Background: an optimization exercise with open tools, aiming at small area. Do not read the settings as production practice. Where RTL was checked, it was by simulation tests only, not by an equivalence proof against the original. Power is estimated from default activity; no workload was simulated. The flow treats the clock pin as an ideal source, which a real chip does not have.

Design apb_mem_top, start of the top module:
module apb_mem_top (
    input  logic        i_PCLK,
    input  logic        i_PRESETn,
    input  logic [15:0] i_PADDR,
    input  logic        i_PSEL,
    input  logic        i_PENABLE,
    input  logic        i_PWRITE,
    input  logic [15:0] i_PWDATA,
    output logic        o_PREADY,
    output logic [15:0] o_PRDATA,
    output logic        o_PSLVERR
);
    apb_slave_mem #(
        .DATA_WIDTH (16),
        .ADDR_WIDTH (16),
        .DEPTH      (256),
        .BASE_ADDR  (16'h0100),
        .WAIT_CYCLES(2)
    ) u_mem (
        .i_PCLK   (i_PCLK),
        .i_PRESETn(i_PRESETn),
        .i_PADDR  (i_PADDR),
        .i_PSEL   (i_PSEL),
        .i_PENABLE(i_PENABLE),
        .i_PWRITE (i_PWRITE),
        .i_PWDATA (i_PWDATA),
        .o_PREADY (o_PREADY),
        .o_PRDATA (o_PRDATA),
        .o_PSLVERR(o_PSLVERR)
    );
endmodule
Size: ~11000 cells after synthesis, roughly 4100 flip-flops, roughly 55 I/O pins.
export LEC_CHECK = 0
export CAP_MARGIN = 20
export CORE_MARGIN = 2
export CORE_UTILIZATION = 70
export CTS_CLUSTER_DIAMETER = 100
export CTS_CLUSTER_SIZE = 30
export SLEW_MARGIN = 20
export SYNTH_HIERARCHICAL = 1
export SYNTH_MEMORY_MAX_BITS = 8192
create_clock -name core_clock -period 10.0 [get_ports {i_PCLK}]
run.sh (not shown) runs the stock make flow with config.mk's settings and CLKGATE_MAP_FILE= SYNTH_SCRIPT=/design/flow/synth_recipe.tcl, a recipe that flattens the netlist after the stock synthesis.
Change:
--- a/flow/config.mk
+++ b/flow/config.mk
@@ -8,7 +8,5 @@
 export CAP_MARGIN = 20
 export CORE_MARGIN = 2
-export CORE_UTILIZATION = 70
-export CTS_CLUSTER_DIAMETER = 100
-export CTS_CLUSTER_SIZE = 30
+export CORE_UTILIZATION = 50
 export SLEW_MARGIN = 20
 export SYNTH_HIERARCHICAL = 1
The new run finished clean.
Hold slack gets worse by 0.011 ns.
Area after synthesis is unchanged.
Global-route usage came out lower by 10 points.
Final cell count rises by roughly a tenth.
Power went up by a quarter to a third.
Count of clock-buffer cells in the layout rises by 435.
Setup slack degrades by 0.35 ns.
Non-clock buffer count grows by 50.
No functional check of the RTL was part of any run of this note.


apb_mem_top, a different RTL version from the one above (not shown whole).
Size in the first run: roughly 11,000 cells after synthesis, roughly 4,100 flip-flops, roughly 55 I/O pins, roughly 140,000 um2 of cells after synthesis.
## apb_mem_top
module apb_mem_top (
    input  logic        i_PCLK,
    input  logic        i_PRESETn,
    input  logic [15:0] i_PADDR,
    input  logic        i_PSEL,
    input  logic        i_PENABLE,
    input  logic        i_PWRITE,
    input  logic [15:0] i_PWDATA,
    output logic        o_PREADY,
    output logic [15:0] o_PRDATA,
    output logic        o_PSLVERR
);
Settings: LEC_CHECK=0, CAP_MARGIN=20, CORE_MARGIN=2, CORE_UTILIZATION=70, CTS_CLUSTER_DIAMETER=80, CTS_CLUSTER_SIZE=30, SLEW_MARGIN=20, SYNTH_HIERARCHICAL=1, SYNTH_MEMORY_MAX_BITS=8192; clock period 10.0 ns.
standard.sh (not shown) runs the stock make flow with config.mk's settings and CLKGATE_MAP_FILE= SYNTH_SCRIPT=/design/flow/synth_recipe.tcl, a recipe that flattens the netlist after the stock synthesis.
==> flow/flow/run.sh <==
#!/bin/bash
# The standard layout (standard.sh, unchanged synthesis and steps) with two
# settings ORFS reads from the environment:
#  - the port buffers are the smallest buffer cell.
# The whole ORFS run's output goes to standard.log in this folder; ORFS's
# per-step logs stay under orfs/logs/.
set -euo pipefail
export CTS_ARGS="-sink_clustering_enable -repair_clock_nets -dont_use_dummy_load -sink_clustering_size 30 -sink_clustering_max_diameter 80"
export BUFFER_PORTS_ARGS="-buffer_cell sky130_fd_sc_hd__buf_1"
bash standard.sh > standard.log 2>&1
The starting point finished but fails on negative setup slack.
Change:
- SETUP_SLACK_MARGIN: not set -> 0.6
Result: Now the flow finished with timing, DRC and antenna clean; sequential power is about the same; clock-buffer cell count does not change; via count went up by 0.52%; first-iteration DRC count barely changes; fmax rises by about 6%; cell area is about the same; setup slack gains 0.57 ns; clock skew shrinks by 0.0081 ns; sequential share of layout area came out lower by 0.14 points; total power hardly moves.


## run 1
apb_mem_top, a different RTL version from the one above (not shown whole).
Size: ~4100 flip-flops, ~55 I/O pins, ~140000 um^2 of cells after synthesis.
==> flow/config.mk <==
export PLATFORM = sky130hd
export DESIGN_NAME = apb_mem_top
export DESIGN_NICKNAME = apb_mem_top
export VERILOG_FILES = /design/flow/design.v
export SDC_FILE = /design/flow/constraint.sdc
export NUM_CORES = 4
export LEC_CHECK = 0
export CAP_MARGIN = 5
export CORE_MARGIN = 2
export CORE_UTILIZATION = 80
export CTS_CLUSTER_DIAMETER = 80
export CTS_CLUSTER_SIZE = 30
export SLEW_MARGIN = 5
export SYNTH_HIERARCHICAL = 1
export SYNTH_MEMORY_MAX_BITS = 8192
==> flow/constraint.sdc <==
create_clock -name core_clock -period 10.0 [get_ports {i_PCLK}]
set_input_delay 2.0000 -clock core_clock [delete_from_list [all_inputs] [get_ports {i_PCLK}]]
set_output_delay 2.0000 -clock core_clock [all_outputs]
set_load 0.01 [all_outputs]
Scripts as last shown in full above: flow/flow/run.sh
Run 1: complete, dirty (capacitance limit, slew limit)
[inputs] run 2 vs run 1
Settings: changing CAP_MARGIN from 5 to 20; changing SLEW_MARGIN from 5 to 20; changing CORE_UTILIZATION from 80 to 70.
Findings:
Run 2: flow completed, timing, DRC and antenna clean. Horizontal die dimension: higher on run 2. Total placed cells including tap cells is lower on run 1. In run 2, the minimum setup slack in the final design came out 0.89 ns above the value in run 1.
Input-level comparison between run 3 and run 2:
Settings: changing CORE_UTILIZATION from 70 to 80.
==> comparison <==
| final period utilization | run 3 vs run 2 | 6.8 points higher |
Compared with run 2, in run 3 hold slack about even; maximum frequency fell about 7%; area added between synthesis and finish fell 0.31 points; number of standard cells in the final layout excluding fillers fell about 2.2%; clock-cell share of area about even.
Compared to run 2, run 3 shows a narrower setup margin.
Input-level comparison between run 4 and run 3:
Settings: CORE_UTILIZATION: 80 -> 70.
==> flow/run.sh (new file) <==
#!/bin/bash
# synth_recipe.tcl (not shown) runs the flow's synth.tcl, then flattens the netlist and writes it again
# the make line also repeats each setting of config.mk as NAME=value (left out here)
make -C /OpenROAD-flow-scripts/flow DESIGN_CONFIG=/design/flow/config.mk WORK_HOME=/design/flow/orfs CLKGATE_MAP_FILE= SYNTH_SCRIPT=/design/flow/synth_recipe.tcl finish
removed: flow/flow/run.sh
removed: flow/standard.sh
Results
Measured against each other, run 3 and run 4 differ in standard cell area after detailed placement, the higher figure coming from run 4.
Diff run 3 and run 4: clock skew higher in run 3
Between run 4 and run 3, the routed wire length figures differ only marginally.
Side by side, area of the die turned out higher in run 4 than in run 3.
Run 3 → run 4: met2 routing resource usage after global routing lower; total power higher; via count of the first global-routing pass lower.
NOTE: pre-CTS setup slack in run 4 falls short of that of run 3
Run 4: clock distribution power higher than run 3
Against run 3, run 4 comes in about 0.66% higher on power density normalized to cell area.

## static timing again, ports no longer ideal
In the flow no input, the clock included, has a driving cell. The finished layouts below were timed again as built, in two steps. Step 1, drivers: a clkbuf_16 drives i_PCLK and a buf_2 each remaining input, both assumed. Step 2 also shifts input and output timing later by t, the mid clock arrival at the registers, as if the neighbouring blocks saw the same clock. a / b / c = ideal / step 1 / step 2; a / b = the first two.
run	t (ns)	setup slack, ns	worst setup path after step 2	worst register clock-pin slew, ns	pins driven straight from the clock port
the first run of note 1	0.976	0.856 / 0.761 / 1.737	register to output	0.12 / 0.12	1
the second run of note 1	1.067	0.502 / 0.393 / 1.460	register to output	0.07 / 0.07	1
the first run of note 2	0.953	-0.111 / -0.205 / 0.748	register to output	0.12 / 0.12	1
the second run of note 2	0.953	0.458 / 0.363 / 1.315	register to output	0.12 / 0.12	1
run 1	0.984	0.287 / 0.187 / 1.172	register to output	0.12 / 0.12	1
run 2	0.956	1.173 / 1.074 / 2.030	register to output	0.12 / 0.12	1
run 3	0.997	0.489 / 0.389 / 1.386	register to output	0.12 / 0.12	1
run 4	0.981	0.942 / 0.841 / 1.822	register to output	0.12 / 0.12	1
